This is an optimization exercise on Yosys and OpenROAD, whose aim is small area, a short achievable clock period and few clock cycles, not a production implementation.
Function was checked by simulation only, so behaviour that the tests miss may differ from the original.
No activity file was given, so power comes from the tool's default toggle rates.

==> flow/design.v, too long to show whole: its modules and the start of the top module <==
// module vs_topk_insert: 43 lines
// module vs_topk_core: 418 lines
// module vs_tree: 865 lines
module vs_topk_core (
    input  logic          clk,
    input  logic          reset_n,
    input  logic          start,
    input  logic          mode,
    input  logic [11:0]   base_addr,
    input  logic [9:0]    vector_count,
    input  logic [7:0]    dim_words,
    output logic          mem_rd_en,
    output logic [11:0]   mem_addr,
    input  logic [63:0]   mem_data,
    output logic          busy,
    output logic          done,
    output logic [2:0]    topk_count,
    output logic [127:0]  topk_score,
    output logic [39:0]   topk_id
);
  // ...
==> flow/flow/run.sh <==
#!/bin/bash
# Layout: the standard ORFS flow, with the port buffers inserted during
# placement made plain sky130_fd_sc_hd__buf_1 cells (buffer_ports' own
# choice is the slower, larger clkdlybuf4s50_1), and repair_timing asked for
# 10.5 ns of setup slack at the 15 ns clock. Everything else is standard.
set -euo pipefail
bash standard.sh synth > make_synth.log 2>&1
bash standard.sh finish "BUFFER_PORTS_ARGS=-buffer_cell sky130_fd_sc_hd__buf_1" SETUP_SLACK_MARGIN=10.5 > make_finish.log 2>&1
==> flow/standard.sh <==
#!/bin/bash
# synth_recipe.tcl (not shown) runs the flow's synth.tcl, then flattens the netlist and writes it again
# the make line also repeats each setting of config.mk as NAME=value (left out here)
make -C /OpenROAD-flow-scripts/flow DESIGN_CONFIG=/design/flow/config.mk WORK_HOME=/design/flow/orfs CLKGATE_MAP_FILE= SYNTH_SCRIPT=/design/flow/synth_recipe.tcl "${@:-finish}"
==> flow/config.mk <==
export PLATFORM = sky130hd
export DESIGN_NAME = vs_topk_core
export DESIGN_NICKNAME = vs_topk_core
export VERILOG_FILES = /design/flow/design.v
export SDC_FILE = /design/flow/constraint.sdc
export NUM_CORES = 4
export LEC_CHECK = 0
export CAP_MARGIN = 20
export CORE_MARGIN = 2
export CORE_UTILIZATION = 40
export CTS_BUF_LIST = sky130_fd_sc_hd__clkbuf_8
export SLEW_MARGIN = 20
==> flow/constraint.sdc <==
create_clock -name core_clock -period 15.0 [get_ports {clk}]
set_input_delay 3.0000 -clock core_clock [delete_from_list [all_inputs] [get_ports {clk}]]
set_output_delay 3.0000 -clock core_clock [all_outputs]
set_load 0.01 [all_outputs]
==> metrics.cfg, run 1 <==
[synthesis]
syn-cell-area_um2=28240
synthSimpleGateAreaFrac_pct=14.99
synth_top_family_by_area=adder cells
synth_seq_cells=371
synth_cell_types=63
synthArstFlopShare_pct=0
synth_mux_area_share_pct=5.131
yosysTopAreaCell=fa_1
synth.most_common_cell=inv_1
synth_fp_nets=3436

[placed_design]
dp.cells=3992
dpl-instance-area_um2=30180
place_congestion=0.8691

[critical_path]
regToRegStartpoint=pp_q[0]$_DFF_P_
endpoint_kind=output pin
critPathCapture=topk_score[30]
path_delay_family=flip-flops
cp-start-kind=flip-flop

[clock_network]
post_cts_resized=8
cts_root_buf=clkbuf_8
cts_sinks=371

[routing]
viasPerCell=4.841
vias=19930
dr_wl_met2_um=33640

[cells_and_area]
nMultiInputCombCells=1841
area_delta_synth_final_pct=12.60
n_all_inverters=544

[status]
status=finished clean

[min_path]
holdPathStages=0

[power]
pg_seq_mw=1.64

[floorplanning]
die_area_um2=72740

Testbench counts, summed over its fixed seeds: cycles 128,284.
==> run 2: changes to the inputs <==
--- a/flow/config.mk
+++ b/flow/config.mk
@@ -10,3 +10,3 @@
 export CORE_UTILIZATION = 40
-export CTS_BUF_LIST = sky130_fd_sc_hd__clkbuf_8
+export CTS_BUF_LIST = sky130_fd_sc_hd__clkbuf_4
 export SLEW_MARGIN = 20
==> run 2 against run 1 <==
  * Clock-buffer cell count is 75 higher
  * Design area rose by 2.7%
  * Core utilization is 1.2 points higher
  * Total power fell by 1.4%
  * Non-clock buffer count grew 90
  * Setup slack got worse by 180 ps
  * Final cell count rose by 3.6%
  * Highest routed layer unchanged
==> metrics.cfg, run 2 <==
[cells_and_area]
nets=3841  ; was 3716
layout_commonest_cell=inv_1  ; unchanged
layout_common_cells=inv_1, fa_1, and2_1  ; was inv_1, fa_1, buf_1
regMostFlops=u_insert.score_q  ; unchanged
area_delta_synth_final_pct=15.62  ; was 12.60%
reg_top3=u_insert.score_q (108), u_insert.id_q (40)  ; unchanged
nFillCells=6736  ; was 6754
drive_above_1_share_pct=13.57  ; was 5.540%
largest_reg_flops=108  ; unchanged
layout.cells.non_filler=4265  ; was 4118

[power]
seq_power_share_pct=21.5  ; was 21.2%
p_leak_nw=15.70  ; was 14.93 nW
clock_power_share_pct=12.0  ; was 13.7%
finalPower_mw=7.602  ; was 7.711 mW
p_switching_mw=3.469  ; was 3.462 mW
p_per_area_nw_per_um2=232.8  ; was 242.5 nW/µm²
pwr-share-comb_pct=66.5  ; was 65.0%
power.internal_mw=4.133  ; was 4.249 mW
peakVddDrop_mv=0.2445  ; was 0.2448 mV
p_sw_share_pct=45.63  ; was 44.90%

[status]
status=finished clean  ; unchanged

[floorplanning]
ios=284  ; unchanged
rows=97  ; unchanged
start_util_pct=40.39  ; unchanged
die_area_um2=72740  ; unchanged
die_h_um=269.7  ; unchanged
coreArea_um2=69910  ; unchanged
die_w_um=269.7  ; unchanged

[clock_network]
cts_buffers=102  ; was 67
clk_pin_slew_worst_paths_ps=70  ; was 60 ps
cts_sinks=371  ; unchanged
cts_tree=yes  ; unchanged
postCtsHoldBufs=0  ; unchanged
cts_root_buf=clkbuf_4  ; was clkbuf_8
htreeDepth=3  ; unchanged
clock_latency_ps=880  ; was 650 ps
cts_buffer_depth=3  ; unchanged

[global_routing]
grt_max_degree=109  ; unchanged
grt_pass1_vias=21280  ; was 20.59k
grt_pass1_wl_um=114800  ; was 113000 µm
grt.overflow.total=0  ; unchanged
antenna_found_initial=2  ; unchanged
track_usage_pct=20.06  ; was 19.78%

[routing]
viasPerCell=4.830  ; was 4.841
vias=20600  ; was 19.93k
drtIter0Drc=1106  ; was 1109
drc_errors=0  ; unchanged
drtPass1Iterations=5  ; unchanged
ant_nets=0  ; unchanged
route.final.wire_length_um=71670  ; was 70320 µm
routedWlPerCell_um=16.80  ; was 17.08 µm

[job]
maxCapViolations=0  ; unchanged

[sta]
finalSetupViolCount=0  ; unchanged
tightestPinTransition_ps=1071  ; was 1056 ps
fin_ws_ps=10450  ; was 10630 ps
worst_clock_skew_ps=91.78  ; was 46.69 ps
period_share_pct=30.33  ; was 29.14%
fmax_ghz=0.2198  ; was 0.2288 GHz
period_needed_ps=4549  ; was 4371 ps
rsz0062_at_grt=true  ; was false
max_slew_margin_pct=28.41  ; was 28.93%
hold_viol=0  ; unchanged
whs_ps=316.0  ; was 325.5 ps
fin_setup_tns_ps=0  ; unchanged
drv_slew=0  ; unchanged

[critical_path]
endpoint_kind=output pin  ; unchanged
cp-start-kind=flip-flop  ; unchanged
worstPathMaxFanout=7  ; was 8
crit_type=reg2out  ; unchanged
cp.required_ps=12000  ; about the same
worst_ep_arrival_time_ps=1550  ; was 1370 ps

[placed_design]
portBuffers=283  ; unchanged
preCtsSetupSlack_ps=10140  ; unchanged
place_congestion=0.8691  ; unchanged
dp.cells=3992  ; unchanged
hpwl_um=55290  ; unchanged

[synthesis]
ys_seq_area_share_pct=32.26  ; unchanged
yosysWarnings=4  ; unchanged
synth_cell_types=63  ; unchanged
synth_seq_cells=371  ; unchanged
yosysTopAreaCell=fa_1  ; unchanged
synthArstFlopShare_pct=0  ; unchanged
synthFlopType=dfxtp_1  ; unchanged
synth_top_cells_by_area=fa_1, edfxtp_1, dfxtp_1, ha_1, inv_1  ; unchanged
synth_fp_nets=3436  ; unchanged
synthTopCellsByCount=inv_1, fa_1, and2_1  ; unchanged
netlist_instances=2842  ; unchanged
syn-cell-area_um2=28240  ; unchanged
synth_top_area_share_pct=20.70  ; unchanged
syn_avg_cell_area_um2=9.936  ; unchanged
synth_edf_count=168  ; unchanged
synth.most_common_cell=inv_1  ; unchanged

[min_path]
hold_class=reg2reg  ; unchanged

[run 2: cell counts after synthesis]
Identical to the previous run, type by type.
[run 2: logic make-up (layout without fill, tap and decap cells)]
group,Yosys count,after routing,share of synthesized area (%)
and+or+nand+nor,809,809,14.99
buffers and inverters,630,1112,8.853
adders and majority gates,496,496,29.74
DFF,371,371,32.26
AOI/OAI and AO/OA,335,335,7.236
muxes,143,143,5.131
xor gates and xnor gates,58,58,1.799
other,0,1,0
[run 2: worst max-delay path, cell delays in order (launching register included)]
cell      delay (ps)
edfxtp_1         380
buf_6            160
buf_6            120
[run 2: path summary, 6_finish.rpt]
kind	start	to	slack, ps	cells past startpoint
max reg2reg	pp_q[0]$_DFF_P_	r3_q[13]$_DFF_P_	10670	11
max	u_insert.score_q[1][26]$_DFFE_PP_	topk_score[58]	10450	2
min reg2reg	f1_q$_DFF_P_	f2_q$_DFF_P_	320	0
min	f1_q$_DFF_P_	f2_q$_DFF_P_	320	0
[run 2: metal layers]
metal	GRT usage (%)	share of wire, %	wire length [µm]	vias to the layer above
met5	0	0.018	13	-
met4	6.711	2.9	2114	2
met3	3.785	5.3	3791	138
met2	34.07	48	34550	485
met1	25.69	44	31210	9990
li1	-	-	-	9987
[run 2: layout make-up]
cell class	instances	area (µm²)	share of cell area, %
multi-input cells	1841	16740	51.28
flip-flops and latches	371	9174	28.10
repair buffers	387	2198	6.733
inverters	544	2046	6.266
well taps	940	1176	3.602
clock buffers	151	1134	3.472
clock inverters	30	175.2	0.5365
diodes	1	2.502	0.007665
[run 2: stage by stage]
stage	utilization, %	instance area [µm²]
detailed placement	43.17	30180
floorplan	-	28250
CTS	45.96	32130
finish	46.70	32650
global route	46.70	32650
global placement	43.13	30150
[run 2: repair_timing]
action / CTS / global route
endpoints found under the setup margin: 144 / 132
setup buffers: 59 / 32
pin swaps: 0 / 3
resized for setup: 99 / 130
[run 2: power groups by stage]
stage / combinational, mW / sequential (mW) / clock (mW)
5_1_grt: 5.85 / 1.66 / 1.00
4_1_cts: 5.01 / 1.63 / 0.953
3_3_place_gp: 4.89 / 1.65 / 0
2_1_floorplan: 3.69 / 1.51 / 0
3_5_place_dp: 4.91 / 1.65 / 0
6_report: 5.05 / 1.63 / 0.915
==> run 3: changes to the inputs <==
--- a/flow/config.mk
+++ b/flow/config.mk
@@ -9,4 +9,3 @@
 export CORE_MARGIN = 2
-export CORE_UTILIZATION = 40
-export CTS_BUF_LIST = sky130_fd_sc_hd__clkbuf_4
+export CORE_UTILIZATION = 60
 export SLEW_MARGIN = 20
==> run 3 against run 2 <==
  * Critical path depth up 9
  * Sequential share of layout area grew 1.2 points
  * Routed wire length fell by 1.4%
  * Synthesized cell count stayed put
  * Critical endpoint is now pp_p[15]$_DFF_P_
  * Largest cell class unchanged
==> metrics.cfg, run 3 <==
[power]
power.internal_mw=4.270  ; was 4.133 mW
p_sw_share_pct=45.00  ; was 45.63%
clock_power_share_pct=13.8  ; was 12.0%
peakVddDrop_mv=0.2561  ; was 0.2445 mV
p_switching_mw=3.494  ; was 3.469 mW
pwr-share-comb_pct=64.9  ; was 66.5%
p_per_area_nw_per_um2=248.0  ; was 232.8 nW/µm²
p_leak_nw=14.78  ; was 15.70 nW
seq_power_share_pct=21.3  ; was 21.5%

[floorplanning]
ios=284  ; unchanged
start_util_pct=60.78  ; was 40.39%
coreArea_um2=46460  ; was 69910 µm²
die_w_um=220.9  ; was 269.7 µm
rows=79  ; was 97
die_area_um2=48810  ; was 72740 µm²
die_h_um=220.9  ; was 269.7 µm

[routing]
vias=20480  ; was 20.60k
route.final.wire_length_um=70690  ; was 71670 µm
viasPerCell=5.480  ; was 4.830
drtPass1Iterations=5  ; unchanged
routedWlPerCell_um=18.91  ; was 16.80 µm
ant_nets=0  ; unchanged
drtIter0Drc=1394  ; was 1106
drc_errors=0  ; unchanged

[synthesis]
synth_compound_area_share_pct=7.236  ; unchanged
synth_top_area_share_pct=20.70  ; unchanged
synth_top_family_by_area=adder cells  ; unchanged
synth_mux_area_share_pct=5.131  ; unchanged
netlist_instances=2842  ; unchanged
synth_fp_nets=3436  ; unchanged
ys_seq_area_share_pct=32.26  ; unchanged
syn-cell-area_um2=28240  ; unchanged
yosysWarnings=4  ; unchanged
synth_edf_count=168  ; unchanged
synthFlopType=dfxtp_1  ; unchanged
synth_seq_cells=371  ; unchanged
synthSimpleGateAreaFrac_pct=14.99  ; unchanged
synthTopCellsByCount=inv_1, fa_1, and2_1  ; unchanged
synth.most_common_cell=inv_1  ; unchanged
yosys.area_share.adder_pct=29.74  ; unchanged
synth_xor_area_share_pct=1.799  ; unchanged
synth_top_cells_by_area=fa_1, edfxtp_1, dfxtp_1, ha_1, inv_1  ; unchanged
synthArstFlopShare_pct=0  ; unchanged
syn_avg_cell_area_um2=9.936  ; unchanged
synth_cell_types=63  ; unchanged
yosysTopAreaCell=fa_1  ; unchanged

[sta]
fin_setup_tns_ps=0  ; unchanged
hold_viol=0  ; unchanged
period_share_pct=28.89  ; was 30.33%
period_needed_ps=4333  ; was 4549 ps
worst_clock_skew_ps=23.03  ; was 91.78 ps
whs_ps=327.4  ; was 316.0 ps
drv_slew=0  ; unchanged
finalSetupViolCount=0  ; unchanged
fin_ws_ps=10670  ; was 10450 ps
fmax_ghz=0.2308  ; was 0.2198 GHz
rsz0062_at_grt=false  ; was true
max_slew_margin_pct=31.57  ; was 28.41%
tightestPinTransition_ps=1026  ; was 1071 ps

[critical_path]
cp-start-kind=primary input  ; was flip-flop
cp_slowest_cell=fa_1  ; was edfxtp_1
cp.required_ps=15450  ; was 12000 ps
critical-path-max-stage-delay_ps=430  ; was 380 ps
worstPathMaxFanout=2  ; was 7
cp_cell_sequence=buf_1 > inv_1 > ha_1 > fa_1 > nor2b_1 > o21ai_0 > a21boi_1 > o21a_1 > o21ai_0 > a31oi_1 > nor2_1  ; was buf_6 > buf_6
worst_ep_arrival_time_ps=4780  ; was 1550 ps
regToRegStartpoint=pp_p[4]$_DFF_P_  ; was pp_q[0]$_DFF_P_
worstReg2RegEnd=r3_q[13]$_DFF_P_  ; unchanged
r2r_setup_slack_ps=10680  ; was 10670 ps
startpoint=mem_data[16]  ; was u_insert.score_q[1][26]$_DFFE_PP_
reg2reg_depth=10  ; was 11
critPathCapture=pp_p[15]$_DFF_P_  ; was topk_score[58]
crit_type=in2reg  ; was reg2out
endpoint_kind=flip-flop  ; was output pin
critPathMostFrequentCell=o21ai_0  ; was buf_6

[job]
maxCapViolations=0  ; unchanged

[clock_network]
clock_latency_ps=580  ; was 880 ps
cts_tree=yes  ; unchanged
cts_root_buf=clkbuf_16  ; was clkbuf_4
cts_buffer_depth=3  ; unchanged
clk_pin_slew_worst_paths_ps=60  ; was 70 ps
htreeDepth=2  ; was 3
cts_sinks=371  ; unchanged
cts_buffers=43  ; was 102

[cells_and_area]
antennaDiodeCount=0  ; was 1
reg_top3=u_insert.score_q (108), u_insert.id_q (40)  ; unchanged
layout_commonest_cell=inv_1  ; unchanged
largest_reg_flops=108  ; unchanged
layout_common_cells=inv_1, fa_1, buf_1  ; was inv_1, fa_1, and2_1
nets=3692  ; was 3841
ff_latch_area_um2=9168  ; was 9174 µm²
drive_above_1_share_pct=4.631  ; was 13.57%
area_delta_synth_final_pct=10.86  ; was 15.62%
nFillCells=3781  ; was 6736
layout.cells.non_filler=3738  ; was 4265
multi_input_area_um2=16710  ; was 16740 µm²
regMostFlops=u_insert.score_q  ; unchanged

[placed_design]
portBuffers=283  ; unchanged
dp.cells=3658  ; was 3992
hpwl_um=55560  ; was 55290 µm
place_congestion=0.9005  ; was 0.8691
preCtsSetupSlack_ps=10080  ; was 10140 ps

[global_routing]
track_usage_pct=29.67  ; was 20.06%
grtUsageMet3_pct=5.457  ; was 3.785%
grtUsageMet1_pct=42.19  ; was 25.69%
grt_max_degree=109  ; unchanged
grt_pass1_vias=21210  ; was 21.28k
grt_pass1_wl_um=114700  ; was 114800 µm
use_met2_pct=46.14  ; was 34.07%
antenna_found_initial=1  ; was 2
grt.overflow.total=0  ; unchanged
busiest_layer=met2  ; unchanged

[min_path]
hp-start=first_q$_DFF_P_  ; was f1_q$_DFF_P_
holdPathStages=0  ; unchanged
hold_class=reg2reg  ; unchanged

[status]
status=finished clean  ; unchanged

==> run 3: area by class of cell <==
type / instances / share of cell area (%)
inverter: 544 / 6.523
clock buffer: 60 / 3.917
clock inverter: 18 / 0.6714
timing repair buffer: 297 / 3.817
multi-input combinational: 1841 / 53.36
tap: 607 / 2.426
sequential: 371 / 29.28
==> run 3: worst min path at each step <==
stage                    to
3_3_place_gp   f1_q$_DFF_P_
4_1_cts        f1_q$_DFF_P_
2_1_floorplan  f1_q$_DFF_P_
5_1_grt        f3_q$_DFF_P_
6_report       f1_q$_DFF_P_
3_5_place_dp   f1_q$_DFF_P_
==> run 3: critical path: cells and delay by family <==
| kind | cells | cell delay [ps] |
|---|---|---|
| buffers and inverters | 2 | 120 |
| adders and majority gates | 2 | 660 |
| AOI/OAI and AO/OA | 5 | 810 |
| and+or+nand+nor | 2 | 210 |
==> run 3: per-layer routing <==
| layer | vias to the layer above | wire length [µm] |
|---|---|---|
| met2 | 689 | 31920 |
| li1 | 9617 | - |
| met3 | 131 | 5238 |
| met1 | 10050 | 31250 |
| met5 | - | 0 |
| met4 | 0 | 2285 |
==> run 3: cells by family (layout without fill, tap and decap cells) <==
group	after synthesis	in the layout
DFF	371	371
xor gates and xnor gates	58	58
muxes	143	143
and+or+nand+nor	809	809
adders and majority gates	496	496
buffers and inverters	630	919
AOI/OAI and AO/OA	335	335
==> run 3: per-stage QoR <==
stage / utilization [%] / area (µm²) / total power [mW]
after floorplan: - / 28250 / 5.204
after global placement: 63.99 / 29730 / 6.492
after detailed placement: 64.05 / 29760 / 6.617
after CTS: 67.16 / 31200 / 7.735
after global routing: 67.39 / 31310 / 8.598
final: 67.39 / 31310 / 7.765
==> run 3: power by group through the flow <==
stage / clock network, mW / registers [mW] / logic (mW)
2_1_floorplan: 0 / 1.51 / 3.69
3_3_place_gp: 0 / 1.66 / 4.84
3_5_place_dp: 0 / 1.66 / 4.96
4_1_cts: 1.09 / 1.64 / 5.00
5_1_grt: 1.13 / 1.67 / 5.79
6_report: 1.07 / 1.65 / 5.04
==> run 3: repair_timing <==
item / in CTS / in global routing
setup endpoints to repair: 13 / 21
hold buffers: 0 / 0
gates resized for setup: 6 / 43
endpoints found under the hold margin: 0 / 0
buffers inserted: 0 / 1
pin swaps: 0 / 3
==> run 4: changes to the inputs <==
--- a/flow/config.mk
+++ b/flow/config.mk
@@ -9,3 +9,3 @@
 export CORE_MARGIN = 2
-export CORE_UTILIZATION = 60
+export CORE_UTILIZATION = 75
 export SLEW_MARGIN = 20
==> run 4 against run 3 <==
  * Largest cell class unchanged
  * Sequential power is essentially flat
  * Routed wire length grew 0.49%
  * Global-route usage grew 7.9 points
  * Non-clock buffer count grew 1
  * Critical path depth shrank 2
  * Clock skew shrank 8.3 ps
  * Maximum frequency shrank 0.53%
  * Still clean on timing, DRC and antenna
  * Die area shrank 20%
  * Final cell count shrank 2.6%
==> metrics.cfg, run 4 <==
[sta]
fmax_ghz=0.2296  ; was 0.2308 GHz
max_slew_margin_pct=27.91  ; was 31.57%
period_needed_ps=4356  ; was 4333 ps
drv_slew=0  ; unchanged
hold_viol=0  ; unchanged
period_share_pct=29.04  ; was 28.89%
rsz0062_at_grt=true  ; was false
fin_setup_tns_ps=0  ; unchanged
fin_ws_ps=10640  ; was 10670 ps
tightestPinTransition_ps=1071  ; was 1026 ps
finalSetupViolCount=0  ; unchanged
worst_clock_skew_ps=14.74  ; was 23.03 ps

[synthesis]
syn_avg_cell_area_um2=9.936  ; unchanged
netlist_instances=2842  ; unchanged
yosysWarnings=4  ; unchanged
syn-cell-area_um2=28240  ; unchanged
synth_top_cells_by_area=fa_1, edfxtp_1, dfxtp_1, ha_1, inv_1  ; unchanged
synth_top_area_share_pct=20.70  ; unchanged
synth_cell_types=63  ; unchanged
synth_seq_cells=371  ; unchanged
synthArstFlopShare_pct=0  ; unchanged
synth_fp_nets=3436  ; unchanged
yosysTopAreaCell=fa_1  ; unchanged
synth_edf_count=168  ; unchanged
synth.most_common_cell=inv_1  ; unchanged
synthTopCellsByCount=inv_1, fa_1, and2_1  ; unchanged
ys_seq_area_share_pct=32.26  ; unchanged
synthFlopType=dfxtp_1  ; unchanged

[clock_network]
cts_buffers=41  ; was 43
clock_latency_ps=580  ; about the same
cts_root_buf=clkbuf_16  ; unchanged
cts_sinks=371  ; unchanged
clk_pin_slew_worst_paths_ps=60  ; about the same
cts_buffer_depth=3  ; unchanged
htreeDepth=2  ; unchanged
cts_tree=yes  ; unchanged

[critical_path]
reg2reg_depth=9  ; was 10
cp-start-kind=flip-flop  ; was primary input
crit_type=reg2reg  ; was in2reg
worst_ep_arrival_time_ps=4610  ; was 4780 ps
regToRegStartpoint=acc_q[24]$_DFF_P_  ; was pp_p[4]$_DFF_P_
worstPathMaxFanout=38  ; was 2
endpoint_kind=flip-flop  ; unchanged
cp.required_ps=15250  ; was 15450 ps
r2r_setup_slack_ps=10640  ; was 10680 ps
worstReg2RegEnd=u_insert.id_q[1][8]$_DFFE_PP_  ; was r3_q[13]$_DFF_P_

[routing]
routedWlPerCell_um=19.51  ; was 18.91 µm
drtPass1Iterations=8  ; was 5
ant_nets=0  ; unchanged
vias=21250  ; was 20.48k
route.final.wire_length_um=71040  ; was 70690 µm
viasPerCell=5.835  ; was 5.480
drtIter0Drc=1747  ; was 1394
drc_errors=0  ; unchanged

[floorplanning]
start_util_pct=75.50  ; was 60.78%
ios=284  ; unchanged
die_area_um2=39220  ; was 48810 µm²
coreArea_um2=37400  ; was 46460 µm²
rows=71  ; was 79
die_h_um=198.0  ; was 220.9 µm
die_w_um=198.0  ; was 220.9 µm

[cells_and_area]
regMostFlops=u_insert.score_q  ; unchanged
reg_top3=u_insert.score_q (108), u_insert.id_q (40)  ; unchanged
nFillCells=2289  ; was 3781
drive_above_1_share_pct=4.633  ; was 4.631%
area_delta_synth_final_pct=10.09  ; was 10.86%
largest_reg_flops=108  ; unchanged
antennaDiodeCount=0  ; unchanged
layout_commonest_cell=inv_1  ; unchanged
layout_common_cells=inv_1, fa_1, buf_1  ; unchanged
nets=3691  ; was 3692

[global_routing]
grt_pass1_vias=22200  ; was 21.21k
grt_max_degree=109  ; unchanged
grt_pass1_wl_um=113700  ; was 114700 µm
track_usage_pct=37.52  ; was 29.67%
grt.overflow.total=0  ; unchanged
antenna_found_initial=2  ; was 1

[min_path]
hp-start=first_q$_DFF_P_  ; unchanged
hold_class=reg2reg  ; unchanged
holdPathStages=0  ; unchanged
min_to=f1_q$_DFF_P_  ; unchanged

[status]
status=finished clean  ; unchanged

[power]
peakVddDrop_mv=0.2547  ; was 0.2561 mV
power.internal_mw=4.205  ; was 4.270 mW
p_sw_share_pct=45.94  ; was 45.00%
p_switching_mw=3.573  ; was 3.494 mW
clock_power_share_pct=12.8  ; was 13.8%
finalPower_mw=7.777  ; was 7.765 mW
p_leak_nw=14.76  ; was 14.78 nW
p_per_area_nw_per_um2=250.2  ; was 248.0 nW/µm²
seq_power_share_pct=21.2  ; was 21.3%
pwr-share-comb_pct=66.0  ; was 64.9%

[placed_design]
hpwl_um=54420  ; was 55560 µm
portBuffers=283  ; unchanged
place_congestion=0.9201  ; was 0.9005
preCtsSetupSlack_ps=10050  ; was 10080 ps

[job]
maxCapViolations=0  ; unchanged

-- run 4: power groups by stage --
stage | sequential (mW) | clock [mW] | combinational (mW)
6_report | 1.65 | 0.996 | 5.13
2_1_floorplan | 1.51 | 0 | 3.69
3_3_place_gp | 1.64 | 0 | 4.72
5_1_grt | 1.67 | 1.04 | 5.80
4_1_cts | 1.63 | 1.00 | 5.04
3_5_place_dp | 1.65 | 0 | 4.95
-- run 4: layer usage --
metal,track usage [%],up-vias,part of all wire [%]
li1,-,9625,-
met1,49.58,10330,39
met2,60.58,1082,47
met3,7.852,211,9.9
met4,15.98,0,4.0
met5,0,-,0
-- run 4: metrics by stage --
step / cells / util (%) / cell area [µm²] / hold slack, ps
after CTS: 3638 / 82.81 / 30970 / 328.1
after detailed placement: 3562 / 79.19 / 29620 / 314.7
after global placement: 3562 / 79.19 / 29620 / 310.7
after floorplan: 2842 / - / 28250 / 309.6
final: 3641 / 83.12 / 31090 / 324.6
after global routing: 3641 / 83.12 / 31090 / 328.4
-- run 4: cell families (layout without fill, tap and decap cells) --
| family | count (synthesis) | in the layout | share of synthesized area [%] |
|---|---|---|---|
| AOI/OAI and AO/OA | 335 | 335 | 7.236 |
| xor gates and xnor gates | 58 | 58 | 1.799 |
| DFF | 371 | 371 | 32.26 |
| and+or+nand+nor | 809 | 809 | 14.99 |
| adders and majority gates | 496 | 496 | 29.74 |
| buffers and inverters | 630 | 918 | 8.853 |
| muxes | 143 | 143 | 5.131 |
-- run 4: what timing repair did --
item | 4_1_cts | 5_1_grt
setup endpoints to repair | 14 | 43
setup buffers | 0 | 2
hold buffers | 0 | 0
cloned | 0 | 0
gates resized for setup | 8 | 40
pin swaps | 0 | 5
-- run 4: layout make-up --
cell class / count / area [µm²] / share of cell area, %
Clock inverter: 15 / 112.6 / 0.3622
Clock buffer: 61 / 1224 / 3.936
Timing Repair Buffer: 298 / 1202 / 3.868
Inverter: 544 / 2042 / 6.568
Sequential cell: 371 / 9159 / 29.46
Tap cell: 511 / 639.4 / 2.057
Multi-Input combinational cell: 1841 / 16710 / 53.75
-- run 4: worst max path at each step --
| stage | startpoint | endpoint | slack, ps | cells past startpoint |
|---|---|---|---|---|
| CTS | f3_q$_DFF_P_ | acc_q[23]$_DFF_P_ | 10500 | 14 |
| global route | acc_q[5]$_DFF_P_ | acc_q[26]$_DFF_P_ | 10410 | 15 |
| floorplan | mem_data[16] | pp_p[15]$_DFF_P_ | 10480 | 10 |
| global placement | mem_data[9] | pp_q[6]$_DFF_P_ | 10150 | 11 |
| detailed placement | mem_data[9] | pp_q[6]$_DFF_P_ | 10050 | 11 |
| finish | acc_q[24]$_DFF_P_ | u_insert.id_q[1][8]$_DFFE_PP_ | 10640 | 9 |
-- run 4: worst max-delay path, stage by stage, from the launching register on --
cell and delay (ps):
dfxtp_1 700, ha_1 250, nand4_1 160, nor4_1 790, o41a_1 370, a211o_1 130
a221o_2 130, buf_4 560, a21o_2 550, buf_4 380
==> run 5: changes to the inputs <==
--- a/flow/config.mk
+++ b/flow/config.mk
@@ -9,3 +9,5 @@
 export CORE_MARGIN = 2
-export CORE_UTILIZATION = 75
+export CORE_UTILIZATION = 60
+export CTS_CLUSTER_DIAMETER = 120
+export CTS_CLUSTER_SIZE = 20
 export SLEW_MARGIN = 20
==> run 5 against run 4 <==
  * Via count shrank 4.8%
  * Maximum frequency is 0.23% lower
  * Critical path depth grew 4
  * Die area grew 24%
  * Sequential share of layout area up 0.56 points
  * Critical path type unchanged
  * Critical endpoint is now r3_q[9]$_DFF_P_
  * Largest cell class unchanged
  * Highest routed layer unchanged
==> metrics.cfg, run 5 <==
[power]
pwr-share-comb_pct=68.8  ; was 66.0%
finalPower_mw=7.303  ; was 7.777 mW
p_leak_nw=14.40  ; was 14.76 nW
p_switching_mw=3.393  ; was 3.573 mW
p_per_area_nw_per_um2=239.5  ; was 250.2 nW/µm²
clock_power_share_pct=8.6  ; was 12.8%
p_sw_share_pct=46.46  ; was 45.94%
power.internal_mw=3.910  ; was 4.205 mW
peakVddDrop_mv=0.2577  ; was 0.2547 mV
seq_power_share_pct=22.6  ; was 21.2%

[floorplanning]
rows=79  ; was 71
start_util_pct=60.78  ; was 75.50%
coreArea_um2=46460  ; was 37400 µm²
ios=284  ; unchanged
die_w_um=220.9  ; was 198.0 µm
die_area_um2=48810  ; was 39220 µm²
die_h_um=220.9  ; was 198.0 µm

[synthesis]
yosysWarnings=4  ; unchanged
synth_cell_types=63  ; unchanged
ys_seq_area_share_pct=32.26  ; unchanged
synthTopCellsByCount=inv_1, fa_1, and2_1  ; unchanged
synth.most_common_cell=inv_1  ; unchanged
synth_edf_count=168  ; unchanged
synth_compound_area_share_pct=7.236  ; unchanged
synthSimpleGateAreaFrac_pct=14.99  ; unchanged
synth_seq_cells=371  ; unchanged
yosysTopAreaCell=fa_1  ; unchanged
yosys.area_share.adder_pct=29.74  ; unchanged
synthFlopType=dfxtp_1  ; unchanged
syn_avg_cell_area_um2=9.936  ; unchanged
netlist_instances=2842  ; unchanged
synth_top_family_by_area=adder cells  ; unchanged
synthArstFlopShare_pct=0  ; unchanged
synth_fp_nets=3436  ; unchanged
synth_top_cells_by_area=fa_1, edfxtp_1, dfxtp_1, ha_1, inv_1  ; unchanged
synth_top_area_share_pct=20.70  ; unchanged
synth_xor_area_share_pct=1.799  ; unchanged
syn-cell-area_um2=28240  ; unchanged
synth_mux_area_share_pct=5.131  ; unchanged

[sta]
hold_viol=0  ; unchanged
drv_slew=0  ; unchanged
max_slew_margin_pct=31.21  ; was 27.91%
tightestPinTransition_ps=1032  ; was 1071 ps
period_share_pct=29.10  ; was 29.04%
worst_clock_skew_ps=34.41  ; was 14.74 ps
rsz0062_at_grt=true  ; unchanged
period_needed_ps=4366  ; was 4356 ps
finalSetupViolCount=0  ; unchanged
fmax_ghz=0.2291  ; was 0.2296 GHz
fin_setup_tns_ps=0  ; unchanged

[critical_path]
path_buf_inv=3  ; was 2
critical-path-max-stage-delay_ps=550  ; was 790 ps
cp.required_ps=15480  ; was 15250 ps
crit_type=reg2reg  ; unchanged
critPathMostFrequentCell=fa_1  ; was buf_4
cp_slowest_cell=fa_1  ; was nor4_1
cp_cell_sequence=nand2_1 > fa_1 > inv_1 > fa_1 > fa_1 > fa_1 > inv_1 > fa_1 > inv_1 > fa_1 > fa_1 > nor2_1 > a21oi_1  ; was ha_1 > nand4_1 > nor4_1 > o41a_1 > a211o_1 > a221o_2 > buf_4 > a21o_2 > buf_4
cp-start-kind=flip-flop  ; unchanged
worst_ep_arrival_time_ps=4840  ; was 4610 ps
endpoint_kind=flip-flop  ; unchanged
worstPathMaxFanout=8  ; was 38
path_delay_family=adder cells  ; was compound AO/OA/AOI/OAI gates

[cells_and_area]
layout_commonest_cell=inv_1  ; unchanged
largest_reg_flops=108  ; unchanged
regMostFlops=u_insert.score_q  ; unchanged
layout_common_cells=inv_1, fa_1, buf_1  ; unchanged
drive_above_1_share_pct=3.365  ; was 4.633%
final_util_pct=65.63  ; was 83.12%
nets=3671  ; was 3691
reg_top3=u_insert.score_q (108), u_insert.id_q (40)  ; unchanged
area_delta_synth_final_pct=7.980  ; was 10.09%
antennaDiodeCount=0  ; unchanged

[global_routing]
grt_max_degree=109  ; unchanged
grt.overflow.total=0  ; unchanged
grt_pass1_wl_um=112900  ; was 113700 µm
antenna_found_initial=1  ; was 2
track_usage_pct=29.05  ; was 37.52%
grt_pass1_vias=20860  ; was 22.20k

[clock_network]
htreeDepth=1  ; was 2
cts_buffer_depth=3  ; unchanged
clock_latency_ps=560  ; was 580 ps
postCtsHoldBufs=0  ; unchanged
cts_tree=yes  ; unchanged
clk_pin_slew_worst_paths_ps=80  ; was 60 ps
cts_sinks=371  ; unchanged
cts_root_buf=clkbuf_16  ; unchanged
cts_buffers=22  ; was 41

[placed_design]
portBuffers=283  ; unchanged
place_congestion=0.9005  ; was 0.9201
hpwl_um=55560  ; was 54420 µm

[routing]
drtIter0Drc=1433  ; was 1747
viasPerCell=5.468  ; was 5.835
drtPass1Iterations=7  ; was 8
ant_nets=0  ; unchanged
vias=20220  ; was 21.25k
routedWlPerCell_um=18.86  ; was 19.51 µm
drc_errors=0  ; unchanged
route.final.wire_length_um=69760  ; was 71040 µm

[min_path]
hold_class=reg2reg  ; unchanged

[status]
status=finished clean  ; unchanged

[job]
maxCapViolations=0  ; unchanged

-- run 5: cell count changes in the layout (fill, tap and decap cells not counted), moves of 3 or more --
cell,change
a21boi_1,-4
a21boi_0,+4
dfxtp_2,+3
o21ai_1,+3
clkbuf_8,-9
clkbuf_16,-20
clkbuf_1,+4
clkinv_2,-5
-- run 5: cells by family after synthesis --
group / Yosys count
AO/OA/AOI/OAI: 335
buffers and inverters: 630
flip-flops: 371
AND/OR/NAND/NOR: 809
adder cells (fa/ha/maj): 496
XOR/XNOR: 58
multiplexers: 143
-- run 5: layout make-up --
type | instances | area [µm²]
Clock buffer | 37 | 628.1
Clock inverter | 1 | 11.26
Fill cell | 3864 | 15970
Inverter | 544 | 2042
Multi-Input combinational cell | 1841 | 16700
Sequential cell | 371 | 9155
Tap cell | 607 | 759.5
Timing Repair Buffer | 297 | 1195
-- run 5: metal layers --
metal	vias to the layer above	part of all wire, %	track usage (%)
li1	9561	-	-
met1	9940	45	42.06
met2	599	45	45.80
met3	119	6.5	4.475
met4	0	2.8	7.751
met5	-	0	0
-- run 5: repair_timing --
| item | in CTS | in global routing |
|---|---|---|
| buffers inserted | 0 | 1 |
| resized for setup | 9 | 33 |
| pin swaps | 0 | 2 |
| gates cloned | 0 | 0 |
| endpoints found under the setup margin | 14 | 22 |
-- run 5: stage by stage --
step / setup WS, ps / instance area [µm²] / hold slack (ps) / instances
3_5_place_dp: 10080 / 29760 / 315.1 / 3658
2_1_floorplan: 10480 / 28250 / 309.6 / 2842
6_report: 10630 / 30490 / 333.5 / 3698
5_1_grt: 10410 / 30490 / 355.0 / 3698
4_1_cts: 10510 / 30420 / 335.2 / 3696
3_3_place_gp: 10150 / 29730 / 314.1 / 3657
-- run 5: final timing paths --
check | from | endpoint | slack [ps] | cells past startpoint
min reg2reg | first_q$_DFF_P_ | f1_q$_DFF_P_ | 330 | 0
min | first_q$_DFF_P_ | f1_q$_DFF_P_ | 330 | 0
max | pp_q[5]$_DFF_P_ | r3_q[9]$_DFF_P_ | 10630 | 13
max reg2reg | pp_q[5]$_DFF_P_ | r3_q[9]$_DFF_P_ | 10630 | 13
-- run 5: power by group through the flow --
stage	clock [mW]	combinational [mW]	sequential (mW)
2_1_floorplan	0	3.69	1.51
3_3_place_gp	0	4.84	1.66
3_5_place_dp	0	4.96	1.66
4_1_cts	0.642	5.01	1.64
5_1_grt	0.675	5.78	1.67
6_report	0.629	5.03	1.65
==> run 6: changes to the inputs <==
--- a/flow/config.mk
+++ b/flow/config.mk
@@ -9,5 +9,3 @@
 export CORE_MARGIN = 2
-export CORE_UTILIZATION = 60
-export CTS_CLUSTER_DIAMETER = 120
-export CTS_CLUSTER_SIZE = 20
+export CORE_UTILIZATION = 40
 export SLEW_MARGIN = 20
==> run 6 against run 5 <==
  * Largest cell class unchanged
  * Still clean on timing, DRC and antenna
  * Global-route usage fell by 9.4 points
  * Setup slack improved by 25 ps
  * Synthesized area did not move
  * Critical path type unchanged
  * Critical endpoint is now r3_q[13]$_DFF_P_
==> metrics.cfg, run 6 <==
[status]
status=finished clean  ; unchanged

[power]
power.internal_mw=4.274  ; was 3.910 mW
p_leak_nw=14.85  ; was 14.40 nW
peakVddDrop_mv=0.2552  ; was 0.2577 mV
clock_power_share_pct=14.2  ; was 8.6%
pwr-share-comb_pct=64.5  ; was 68.8%
p_per_area_nw_per_um2=242.7  ; was 239.5 nW/µm²
p_switching_mw=3.450  ; was 3.393 mW
p_sw_share_pct=44.67  ; was 46.46%
seq_power_share_pct=21.2  ; was 22.6%

[cells_and_area]
nets=3694  ; was 3671
layout_commonest_cell=inv_1  ; unchanged
layout_common_cells=inv_1, fa_1, buf_1  ; unchanged
largest_reg_flops=108  ; unchanged
regMostFlops=u_insert.score_q  ; unchanged
area_delta_synth_final_pct=12.69  ; was 7.980%
reg_top3=u_insert.score_q (108), u_insert.id_q (40)  ; unchanged
antennaDiodeCount=0  ; unchanged
drive_above_1_share_pct=4.883  ; was 3.365%
layout.cells.non_filler=4073  ; was 3698

[critical_path]
path_delay_family=adder cells  ; unchanged
cp.required_ps=15450  ; was 15480 ps
cp-start-kind=flip-flop  ; unchanged
endpoint_kind=flip-flop  ; unchanged
worstPathMaxFanout=8  ; unchanged
path_buf_inv=2  ; was 3
critical-path-max-stage-delay_ps=580  ; was 550 ps
worst_ep_arrival_time_ps=4790  ; was 4840 ps
cp_slowest_cell=fa_1  ; unchanged
critPathMostFrequentCell=fa_1  ; unchanged
cp_cell_sequence=and2_1 > fa_1 > fa_1 > inv_1 > fa_1 > fa_1 > inv_1 > fa_1 > fa_1 > fa_1 > mux2_2  ; was nand2_1 > fa_1 > inv_1 > fa_1 > fa_1 > fa_1 > inv_1 > fa_1 > inv_1 > fa_1 > fa_1 > nor2_1 > a21oi_1
crit_type=reg2reg  ; unchanged

[synthesis]
synth_top_cells_by_area=fa_1, edfxtp_1, dfxtp_1, ha_1, inv_1  ; unchanged
syn_avg_cell_area_um2=9.936  ; unchanged
synth_seq_cells=371  ; unchanged
synthFlopType=dfxtp_1  ; unchanged
yosysWarnings=4  ; unchanged
netlist_instances=2842  ; unchanged
synth_fp_nets=3436  ; unchanged
syn-cell-area_um2=28240  ; unchanged
synth_top_area_share_pct=20.70  ; unchanged
synth.most_common_cell=inv_1  ; unchanged
synthArstFlopShare_pct=0  ; unchanged
ys_seq_area_share_pct=32.26  ; unchanged
synth_edf_count=168  ; unchanged
yosysTopAreaCell=fa_1  ; unchanged
synthTopCellsByCount=inv_1, fa_1, and2_1  ; unchanged
synth_cell_types=63  ; unchanged

[sta]
tightestPinTransition_ps=1077  ; was 1032 ps
period_needed_ps=4341  ; was 4366 ps
fmax_ghz=0.2304  ; was 0.2291 GHz
rsz0062_at_grt=false  ; was true
period_share_pct=28.94  ; was 29.10%
fin_setup_tns_ps=0  ; unchanged
worst_clock_skew_ps=33.48  ; was 34.41 ps
whs_ps=323.9  ; was 333.5 ps
max_slew_margin_pct=27.56  ; was 31.21%
drv_slew=0  ; unchanged
finalSetupViolCount=0  ; unchanged
hold_viol=0  ; unchanged

[clock_network]
cts_sinks=371  ; unchanged
cts_buffer_depth=3  ; unchanged
cts_buffers=44  ; was 22
cts_tree=yes  ; unchanged
htreeDepth=2  ; was 1
clk_pin_slew_worst_paths_ps=60  ; was 80 ps
clock_latency_ps=590  ; was 560 ps
cts_root_buf=clkbuf_16  ; unchanged
postCtsHoldBufs=0  ; unchanged

[global_routing]
grt.overflow.total=0  ; unchanged
antenna_found_initial=1  ; unchanged
track_usage_pct=19.66  ; was 29.05%
grt_max_degree=109  ; unchanged
grt_pass1_wl_um=112700  ; was 112900 µm
grt_pass1_vias=20480  ; was 20.86k

[floorplanning]
ios=284  ; unchanged
rows=97  ; was 79
coreArea_um2=69910  ; was 46460 µm²
start_util_pct=40.39  ; was 60.78%
die_area_um2=72740  ; was 48810 µm²
die_h_um=269.7  ; was 220.9 µm
die_w_um=269.7  ; was 220.9 µm

[routing]
ant_nets=0  ; unchanged
viasPerCell=4.839  ; was 5.468
drtPass1Iterations=7  ; unchanged
vias=19710  ; was 20.22k
drc_errors=0  ; unchanged
routedWlPerCell_um=17.21  ; was 18.86 µm
drtIter0Drc=1126  ; was 1433
route.final.wire_length_um=70080  ; was 69760 µm

[min_path]
hold_class=reg2reg  ; unchanged

[placed_design]
hpwl_um=55290  ; was 55560 µm
dp.cells=3992  ; was 3658
place_congestion=0.8691  ; was 0.9005
portBuffers=283  ; unchanged

[job]
maxCapViolations=0  ; unchanged

==> run 6: changes by cell type in the layout (fill, tap and decap cells not counted), sizes merged <==
cell / previous run / this run
clkbuf: 37 / 61
clkinv: 0 / 12
bufinv: 0 / 2
clkinvlp: 0 / 2
buf: 297 / 298
inv: 545 / 546
==> run 6: final cells by class <==
type	count	area, µm²
inverter	544	2046
multi-input combinational	1841	16730
clock inverter	18	219.0
timing repair buffer	298	1199
sequential	371	9155
clock buffer	61	1300
fill	6737	38080
tap	940	1176
==> run 6: worst register-to-register path, stage by stage, from the launching register on <==
cell,delay (ps)
dfxtp_2,380
and2_1,190
fa_1,440
fa_1,530
inv_1,50
fa_1,390
fa_1,580
inv_1,60
fa_1,410
fa_1,400
fa_1,510
mux2_2,270
==> run 6: what timing repair did <==
item | CTS | global route
pin swaps | 0 | 8
resized for setup | 9 | 40
gates cloned | 0 | 0
buffers inserted | 1 | 1
setup endpoints to repair | 6 | 22
==> run 6: worst paths after layout <==
path | to | cells past startpoint | slack (ps) | startpoint
hold / removal | f2_q$_DFF_P_ | 0 | 320 | f1_q$_DFF_P_
setup reg to reg | r3_q[13]$_DFF_P_ | 11 | 10660 | pp_q[0]$_DFF_P_
setup / recovery | r3_q[13]$_DFF_P_ | 11 | 10660 | pp_q[0]$_DFF_P_
hold reg to reg | f2_q$_DFF_P_ | 0 | 320 | f1_q$_DFF_P_
==> run 6: power groups by stage <==
| stage | clock network [mW] | registers, mW | logic, mW |
|---|---|---|---|
| 2_1_floorplan | 0 | 1.51 | 3.69 |
| 3_3_place_gp | 0 | 1.65 | 4.89 |
| 3_5_place_dp | 0 | 1.65 | 4.91 |
| 4_1_cts | 1.13 | 1.63 | 4.97 |
| 5_1_grt | 1.17 | 1.67 | 5.79 |
| 6_report | 1.10 | 1.64 | 4.99 |
==> run 6: kinds of logic after synthesis <==
kind of cell / count (synthesis) / share of synthesized area (%)
xor+xnor: 58 / 1.799
compound gates: 335 / 7.236
simple gates: 809 / 14.99
buf+inv: 630 / 8.853
mux: 143 / 5.131
flops: 371 / 32.26
fa+ha+maj: 496 / 29.74
==> run 6: routing by layer <==
metal  up-vias  GRT usage (%)  part of all wire (%)
met4         2          5.292                   2.5
met1      9603          25.79                    45
met5         -              0                 0.019
met3        94          3.571                   4.9
li1       9611              -                     -
met2       400          33.36                    48
==> run 6: per-stage QoR <==
| stage | instance area, µm² | total power, mW | util (%) | setup slack, ps |
|---|---|---|---|---|
| global placement | 30150 | 6.539 | 43.13 | 10190 |
| finish | 31820 | 7.724 | 45.52 | 10660 |
| CTS | 31730 | 7.735 | 45.39 | 10460 |
| global route | 31820 | 8.627 | 45.52 | 10510 |
| floorplan | 28250 | 5.204 | - | 10480 |
| detailed placement | 30180 | 6.566 | 43.17 | 10140 |
==> run 7: changes to the inputs <==
==> flow/flow/run.sh (replaced) <==
#!/bin/bash
# Layout: the standard ORFS flow, with the port buffers inserted during
# placement made plain sky130_fd_sc_hd__buf_1 cells (buffer_ports' own
# choice is the slower, larger clkdlybuf4s50_1), and repair_timing asked for
# 10.7 ns of setup slack at the 15 ns clock. Everything else is standard.
set -euo pipefail
bash standard.sh synth > make_synth.log 2>&1
bash standard.sh finish "BUFFER_PORTS_ARGS=-buffer_cell sky130_fd_sc_hd__buf_1" SETUP_SLACK_MARGIN=10.7 > make_finish.log 2>&1
--- a/flow/config.mk
+++ b/flow/config.mk
@@ -9,3 +9,5 @@
 export CORE_MARGIN = 2
-export CORE_UTILIZATION = 40
+export CORE_UTILIZATION = 60
+export CTS_CLUSTER_DIAMETER = 120
+export CTS_CLUSTER_SIZE = 20
 export SLEW_MARGIN = 20
==> run 7 against run 6 <==
  * Still clean on timing, DRC and antenna
  * Clock skew about the same
  * Total power fell by 1.9%
  * Sequential power about the same
  * Synthesized cell count is the same
  * Via count increased by 3.3%
  * Design area decreased by 1.7%
  * Largest power group unchanged
  * Highest routed layer is now met4
==> metrics.cfg, run 7 <==
[synthesis]
synthTopCellsByCount=inv_1, fa_1, and2_1  ; unchanged
synth_edf_count=168  ; unchanged
syn-cell-area_um2=28240  ; unchanged
synth_top_area_share_pct=20.70  ; unchanged
synth_seq_cells=371  ; unchanged
synth_top_cells_by_area=fa_1, edfxtp_1, dfxtp_1, ha_1, inv_1  ; unchanged
syn_avg_cell_area_um2=9.936  ; unchanged
yosysTopAreaCell=fa_1  ; unchanged
yosysWarnings=4  ; unchanged
synth_cell_types=63  ; unchanged
synth.most_common_cell=inv_1  ; unchanged
synth_fp_nets=3436  ; unchanged
netlist_instances=2842  ; unchanged
synthFlopType=dfxtp_1  ; unchanged
synthArstFlopShare_pct=0  ; unchanged
ys_seq_area_share_pct=32.26  ; unchanged

[power]
p_switching_mw=3.513  ; was 3.450 mW
clock_power_share_pct=8.5  ; was 14.2%
seq_power_share_pct=21.8  ; was 21.2%
pwr-share-comb_pct=69.7  ; was 64.5%
p_per_area_nw_per_um2=242.2  ; was 242.7 nW/µm²
p_leak_nw=14.62  ; was 14.85 nW
p_sw_share_pct=46.37  ; was 44.67%
finalPower_mw=7.576  ; was 7.724 mW
peakVddDrop_mv=0.2386  ; was 0.2552 mV
power.internal_mw=4.063  ; was 4.274 mW

[floorplanning]
start_util_pct=60.78  ; was 40.39%
rows=79  ; was 97
die_h_um=220.9  ; was 269.7 µm
ios=284  ; unchanged
die_area_um2=48810  ; was 72740 µm²
coreArea_um2=46460  ; was 69910 µm²
die_w_um=220.9  ; was 269.7 µm

[sta]
finalSetupViolCount=0  ; unchanged
tightestPinTransition_ps=1036  ; was 1077 ps
hold_viol=0  ; unchanged
whs_ps=330.3  ; was 323.9 ps
period_needed_ps=4262  ; was 4341 ps
drv_slew=0  ; unchanged
max_slew_margin_pct=30.95  ; was 27.56%
worst_clock_skew_ps=33.73  ; was 33.48 ps
fmax_ghz=0.2346  ; was 0.2304 GHz
fin_setup_tns_ps=0  ; unchanged
rsz0062_at_grt=true  ; was false
period_share_pct=28.41  ; was 28.94%

[placed_design]
portBuffers=283  ; unchanged
dp.cells=3659  ; was 3992
place_congestion=0.9073  ; was 0.8691
hpwl_um=55540  ; was 55290 µm

[clock_network]
cts_tree=yes  ; unchanged
postCtsHoldBufs=0  ; unchanged
cts_sinks=371  ; unchanged
htreeDepth=1  ; was 2
clk_pin_slew_worst_paths_ps=80  ; was 60 ps
cts_buffers=23  ; was 44
cts_buffer_depth=3  ; unchanged
clock_latency_ps=560  ; was 590 ps
cts_root_buf=clkbuf_16  ; unchanged

[global_routing]
grt_pass1_wl_um=113300  ; was 112700 µm
grt.overflow.total=0  ; unchanged
track_usage_pct=29.00  ; was 19.66%
grt_max_degree=109  ; unchanged
grt_pass1_vias=21190  ; was 20.48k
antenna_found_initial=0  ; was 1

[routing]
ant_nets=0  ; unchanged
routedWlPerCell_um=18.95  ; was 17.21 µm
viasPerCell=5.466  ; was 4.839
drtPass1Iterations=5  ; was 7
route.final.wire_length_um=70560  ; was 70080 µm
vias=20360  ; was 19.71k
drtIter0Drc=1368  ; was 1126
drc_errors=0  ; unchanged

[cells_and_area]
layout.cells.non_filler=3724  ; was 4073
antennaDiodeCount=0  ; unchanged
reg_top3=u_insert.score_q (108), u_insert.id_q (40)  ; unchanged
drive_above_1_share_pct=7.218  ; was 4.883%
nets=3697  ; was 3694
largest_reg_flops=108  ; unchanged
area_delta_synth_final_pct=10.78  ; was 12.69%
final_util_pct=67.33  ; was 45.52%
layout_commonest_cell=inv_1  ; unchanged
regMostFlops=u_insert.score_q  ; unchanged
layout_common_cells=inv_1, fa_1, buf_1  ; unchanged

[critical_path]
path_buf_inv=2  ; unchanged
cp_cell_sequence=clkbuf_4 > inv_12 > ha_4 > nor2b_1 > o21ai_1 > a21boi_1 > o21ai_1 > a21boi_1 > o21ai_1 > mux2i_1 > o211ai_1  ; was and2_1 > fa_1 > fa_1 > inv_1 > fa_1 > fa_1 > inv_1 > fa_1 > fa_1 > fa_1 > mux2_2
worst_ep_arrival_time_ps=4650  ; was 4790 ps
critPathMostFrequentCell=o21ai_1  ; was fa_1
cp-start-kind=primary input  ; was flip-flop
cp_slowest_cell=mux2i_1  ; was fa_1
endpoint_kind=flip-flop  ; unchanged
worstPathMaxFanout=2  ; was 8
path_delay_family=compound AO/OA/AOI/OAI gates  ; was adder cells
cp.required_ps=15390  ; was 15450 ps
crit_type=in2reg  ; was reg2reg
critical-path-max-stage-delay_ps=260  ; was 580 ps

[status]
status=finished clean  ; unchanged

[job]
maxCapViolations=0  ; unchanged

[min_path]
hold_class=reg2reg  ; unchanged

-- run 7: power by group through the flow --
| stage | registers (mW) | logic, mW | clock network, mW |
|---|---|---|---|
| detailed placement | 1.66 | 4.95 | 0 |
| CTS | 1.64 | 5.02 | 0.657 |
| global placement | 1.66 | 4.82 | 0 |
| floorplan | 1.51 | 3.70 | 0 |
| finish | 1.65 | 5.28 | 0.645 |
| global route | 1.67 | 6.00 | 0.693 |
-- run 7: area by class of cell --
class | instances | area [µm²]
Multi-Input combinational cell | 1841 | 17060
Timing Repair Buffer | 322 | 1433
Clock buffer | 37 | 628.1
Inverter | 544 | 2141
Fill cell | 3821 | 15180
Sequential cell | 371 | 9221
Clock inverter | 2 | 36.28
Tap cell | 607 | 759.5
-- run 7: path summary, 6_finish.rpt --
check / cells after the start / endpoint / slack [ps] / startpoint
hold / removal: 0 / f3_q$_DFF_P_ / 330 / f2_q$_DFF_P_
setup reg to reg: 17 / acc_q[23]$_DFF_P_ / 10780 / f3_q$_DFF_P_
hold reg to reg: 0 / f3_q$_DFF_P_ / 330 / f2_q$_DFF_P_
setup / recovery: 11 / pp_q[30]$_DFF_P_ / 10740 / mem_data[57]
-- run 7: per-stage QoR --
| stage | area (µm²) | worst slack (ps) |
|---|---|---|
| floorplan | 28500 | 10590 |
| CTS | 30750 | 10580 |
| finish | 31280 | 10740 |
| detailed placement | 30020 | 9937 |
| global placement | 29990 | 10040 |
| global route | 31280 | 10630 |
-- run 7: metal layers --
metal,up-vias,track usage [%],wire (µm)
met5,-,0,0
met4,0,7.426,2068
met3,119,4.262,4271
met2,576,47.24,32460
met1,10070,40.95,31760
li1,9597,-,-
-- run 7: cell families after synthesis --
family | Yosys count | share of synthesized area, %
AOI/OAI and AO/OA | 335 | 7.236
xor gates and xnor gates | 58 | 1.799
adders and majority gates | 496 | 29.74
buffers and inverters | 630 | 8.853
DFF | 371 | 32.26
muxes | 143 | 5.131
and+or+nand+nor | 809 | 14.99
-- run 7: timing repair --
action	CTS	global route
setup endpoints to repair	34	59
gates resized for setup	36	110
endpoints found under the hold margin	0	0
buffers inserted	1	25
pin swaps	1	41
cloned	0	0
==> run 8: changes to the inputs <==
==> flow/flow/run.sh (replaced) <==
#!/bin/bash
# Layout: the standard ORFS flow, with the port buffers inserted during
# placement made plain sky130_fd_sc_hd__buf_1 cells (buffer_ports' own
# choice is the slower, larger clkdlybuf4s50_1), and repair_timing asked for
# 10.9 ns of setup slack at the 15 ns clock. Everything else is standard.
set -euo pipefail
bash standard.sh synth > make_synth.log 2>&1
bash standard.sh finish "BUFFER_PORTS_ARGS=-buffer_cell sky130_fd_sc_hd__buf_1" SETUP_SLACK_MARGIN=10.9 > make_finish.log 2>&1
==> run 8 against run 7 <==
  * Still clean on timing, DRC and antenna
  * Die area did not move
  * Critical path depth decreased by 10
  * Setup slack better by 18 ps
  * Clock-buffer cell count decreased by 1
  * Via count increased by 2.8%
  * Sequential share of layout area down 1.4 points
  * Register-to-register slack gained 30 ps
  * Routed wire length is 1.2% higher
  * Core utilization increased by 4.2 points
  * Critical path type is now reg2out
  * Highest routed layer unchanged
==> metrics.cfg, run 8 <==
[cells_and_area]
nets=3858  ; was 3697
drive_above_1_share_pct=19.10  ; was 7.218%
multi_input_area_um2=17250  ; was 17060 µm²
ff_latch_area_um2=9321  ; was 9221 µm²
reg_top3=u_insert.score_q (108), u_insert.id_q (40)  ; unchanged
layout_common_cells=inv_1, fa_1, and2_1  ; was inv_1, fa_1, buf_1
layout_commonest_cell=inv_1  ; unchanged
regMostFlops=u_insert.score_q  ; unchanged
nFillCells=3534  ; was 3821
area_delta_synth_final_pct=17.74  ; was 10.78%
largest_reg_flops=108  ; unchanged

[sta]
hold_viol=0  ; unchanged
period_needed_ps=4245  ; was 4262 ps
period_share_pct=28.30  ; was 28.41%
finalSetupViolCount=0  ; unchanged
max_slew_margin_pct=43.14  ; was 30.95%
worst_clock_skew_ps=17.66  ; was 33.73 ps
fmax_ghz=0.2356  ; was 0.2346 GHz
rsz0062_at_grt=true  ; unchanged
whs_ps=333.2  ; was 330.3 ps
fin_ws_ps=10760  ; was 10740 ps
drv_slew=0  ; unchanged
fin_setup_tns_ps=0  ; unchanged
tightestPinTransition_ps=852.9  ; was 1036 ps

[synthesis]
synthArstFlopShare_pct=0  ; unchanged
synth_xor_area_share_pct=1.799  ; unchanged
syn-cell-area_um2=28240  ; unchanged
synth.most_common_cell=inv_1  ; unchanged
ys_seq_area_share_pct=32.26  ; unchanged
yosysTopAreaCell=fa_1  ; unchanged
synth_seq_cells=371  ; unchanged
synth_top_cells_by_area=fa_1, edfxtp_1, dfxtp_1, ha_1, inv_1  ; unchanged
synth_top_area_share_pct=20.70  ; unchanged
synthFlopType=dfxtp_1  ; unchanged
synthSimpleGateAreaFrac_pct=14.99  ; unchanged
synthTopCellsByCount=inv_1, fa_1, and2_1  ; unchanged
synth_mux_area_share_pct=5.131  ; unchanged
synth_edf_count=168  ; unchanged
synth_compound_area_share_pct=7.236  ; unchanged
syn_avg_cell_area_um2=9.936  ; unchanged
yosys.area_share.adder_pct=29.74  ; unchanged
synth_top_family_by_area=adder cells  ; unchanged
synth_cell_types=63  ; unchanged
netlist_instances=2842  ; unchanged
synth_fp_nets=3436  ; unchanged
yosysWarnings=4  ; unchanged

[clock_network]
clk_pin_slew_worst_paths_ps=80  ; about the same
cts_sinks=371  ; unchanged
clock_latency_ps=570  ; was 560 ps
cts_buffers=22  ; was 23
cts_root_buf=clkbuf_16  ; unchanged
cts_buffer_depth=3  ; unchanged
htreeDepth=1  ; unchanged
cts_tree=yes  ; unchanged

[placed_design]
portBuffers=283  ; unchanged
preCtsSetupSlack_ps=10040  ; was 9937 ps
place_congestion=0.9159  ; was 0.9073
hpwl_um=54560  ; was 55540 µm

[global_routing]
track_usage_pct=28.63  ; was 29.00%
grt.overflow.total=0  ; unchanged
grt_max_degree=99  ; was 109
grt_pass1_wl_um=112200  ; was 113300 µm
antenna_found_initial=2  ; was 0
grt_pass1_vias=21680  ; was 21.19k

[power]
p_leak_nw=15.96  ; was 14.62 nW
p_per_area_nw_per_um2=238.1  ; was 242.2 nW/µm²
peakVddDrop_mv=0.2519  ; was 0.2386 mV

[critical_path]
worstReg2RegEnd=r3_q[9]$_DFF_P_  ; was acc_q[23]$_DFF_P_
worstPathMaxFanout=7  ; was 2
worst_ep_arrival_time_ps=1240  ; was 4650 ps
endpoint_kind=output pin  ; was flip-flop
critical-path-max-stage-delay_ps=510  ; was 260 ps
reg2reg_depth=13  ; was 17
cp_cell_sequence=clkbuf_2  ; was clkbuf_4 > inv_12 > ha_4 > nor2b_1 > o21ai_1 > a21boi_1 > o21ai_1 > a21boi_1 > o21ai_1 > mux2i_1 > o211ai_1
cp-start-kind=flip-flop  ; was primary input
path_delay_family=flip-flops  ; was compound AO/OA/AOI/OAI gates
cp.required_ps=12000  ; was 15390 ps
crit_type=reg2out  ; was in2reg
regToRegStartpoint=pp_p[3]$_DFF_P_  ; was f3_q$_DFF_P_
path_buf_inv=1  ; was 2
cp_slowest_cell=edfxtp_1  ; was mux2i_1
startpoint=u_insert.score_q[1][26]$_DFFE_PP_  ; was mem_data[57]
r2r_setup_slack_ps=10810  ; was 10780 ps

[routing]
route.final.wire_length_um=71420  ; was 70560 µm
drtIter0Drc=1121  ; was 1368
drc_errors=0  ; unchanged
vias=20930  ; was 20.36k
drtPass1Iterations=7  ; was 5
viasPerCell=5.385  ; was 5.466
ant_nets=0  ; unchanged
routedWlPerCell_um=18.38  ; was 18.95 µm

[min_path]
hp-start=f1_q$_DFF_P_  ; was f2_q$_DFF_P_
hold_class=reg2reg  ; unchanged
min_to=f2_q$_DFF_P_  ; was f3_q$_DFF_P_
holdPathStages=0  ; unchanged

[status]
status=finished clean  ; unchanged

[floorplanning]
ios=284  ; unchanged
die_area_um2=48810  ; unchanged
die_h_um=220.9  ; unchanged
coreArea_um2=46460  ; unchanged
die_w_um=220.9  ; unchanged
rows=79  ; unchanged
start_util_pct=60.78  ; unchanged

[job]
maxCapViolations=0  ; unchanged

[run 8: logic make-up after synthesis]
| kind of cell | after synthesis |
|---|---|
| buf+inv | 630 |
| fa+ha+maj | 496 |
| xor+xnor | 58 |
| compound gates | 335 |
| simple gates | 809 |
| mux | 143 |
| flops | 371 |
[run 8: worst max-delay path by stage]
| stage | slack [ps] | depth (start not counted) | to |
|---|---|---|---|
| final | 10760 | 1 | topk_score[61] |
| after global routing | 10690 | 1 | topk_score[61] |
| after CTS | 10700 | 13 | r3_q[9]$_DFF_P_ |
| after detailed placement | 10040 | 11 | pp_q[6]$_DFF_P_ |
| after global placement | 10110 | 11 | pp_q[6]$_DFF_P_ |
| after floorplan | 10590 | 10 | pp_q[14]$_DFF_P_ |
[run 8: power by group]
| part | switching [mW] | total, mW | internal [mW] |
|---|---|---|---|
| clock | 0.334 | 0.622 | 0.287 |
| combinational | 3.02 | 5.67 | 2.65 |
| sequential | 0.267 | 1.62 | 1.36 |
| total | 3.62 | 7.92 | 4.30 |
[run 8: repair_timing]
action                                  CTS  global route
gates resized for setup                 232           261
pin swaps                                63            72
gates cloned                              1             0
buffers inserted                        129            60
hold buffers                              0             0
endpoints found under the setup margin  303           293
[run 8: final cells by class]
| class | instances | area share, % |
|---|---|---|
| antenna | 2 | 0.01505 |
| clock buffer | 36 | 1.878 |
| clock inverter | 1 | 0.03387 |
| inverter | 544 | 6.454 |
| multi-input combinational | 1842 | 51.87 |
| sequential | 371 | 28.04 |
| tap | 607 | 2.284 |
| timing repair buffer | 483 | 9.423 |
[run 8: worst reg2reg max path: stages (launching register included)]
cell	delay [ps]
dfxtp_4	400
nand2_4	60
fa_2	570
inv_2	40
fa_2	500
fa_2	380
fa_1	510
inv_2	40
fa_2	520
inv_2	40
fa_2	350
fa_2	570
nor2_2	40
a21oi_1	110
[run 8: per-layer routing]
layer | GRT usage, % | vias up | wire length [µm]
li1 | - | 9915 | -
met1 | 35.18 | 10300 | 28950
met2 | 51.66 | 546 | 36690
met3 | 3.731 | 171 | 3206
met4 | 10.18 | 0 | 2579
met5 | 0 | - | 0
[run 8: metrics by stage]
stage               utilization (%)  cells  cell area, µm²  total power [mW]
floorplan                         -   2842           28550             5.245
global placement              64.61   3656           30020             6.555
detailed placement            64.61   3656           30020             6.737
CTS                           69.05   3823           32080             7.650
global route                  71.56   3886           33250             8.622
finish                        71.56   3886           33250             7.917

-- afterwards: timing with drivers on the ports --
No port has a modelled driver above. Below, the same layouts with a new extraction and two added sets of constraints.
Step 1, drivers: a clkbuf_16 drives clk and a buf_2 each remaining input, both assumed.
Step 2, shift: input delay + t, output delay - t, t = (earliest + latest rising clock arrival at the registers) / 2. This alone moves slack from input paths to output paths.
a / b / c = ideal ports / drivers / drivers and shift; a / b = the first two.
run | shift t [ns] | setup slack, ns | worst hold slack (ns) | worst register clock-pin slew, ns | cell pins on the clock port's net
run 1 | 0.680 | 10.629 / 10.573 / 10.119 | 0.325 / 0.325 / 0.325 | 0.06 / 0.06 | 1
run 2 | 0.892 | 10.451 / 10.395 / 10.095 | 0.316 / 0.316 / 0.316 | 0.08 / 0.08 | 1
run 3 | 0.627 | 10.667 / 10.647 / 10.074 | 0.327 / 0.327 / 0.327 | 0.06 / 0.06 | 1
run 4 | 0.629 | 10.644 / 10.634 / 10.099 | 0.325 / 0.325 / 0.325 | 0.07 / 0.07 | 1
run 5 | 0.609 | 10.634 / 10.629 / 10.097 | 0.333 / 0.333 / 0.333 | 0.09 / 0.09 | 1
run 6 | 0.639 | 10.659 / 10.626 / 10.083 | 0.324 / 0.324 / 0.324 | 0.06 / 0.06 | 1
run 7 | 0.601 | 10.738 / 10.691 / 10.170 | 0.330 / 0.330 / 0.330 | 0.09 / 0.09 | 1
run 8 | 0.615 | 10.756 / 10.696 / 10.238 | 0.333 / 0.333 / 0.333 | 0.09 / 0.09 | 1
After both steps setup and hold are still met in every run listed. The setup slack of run 3, which loses most, moves by -0.020 ns with the drivers and by -0.593 ns with both steps.
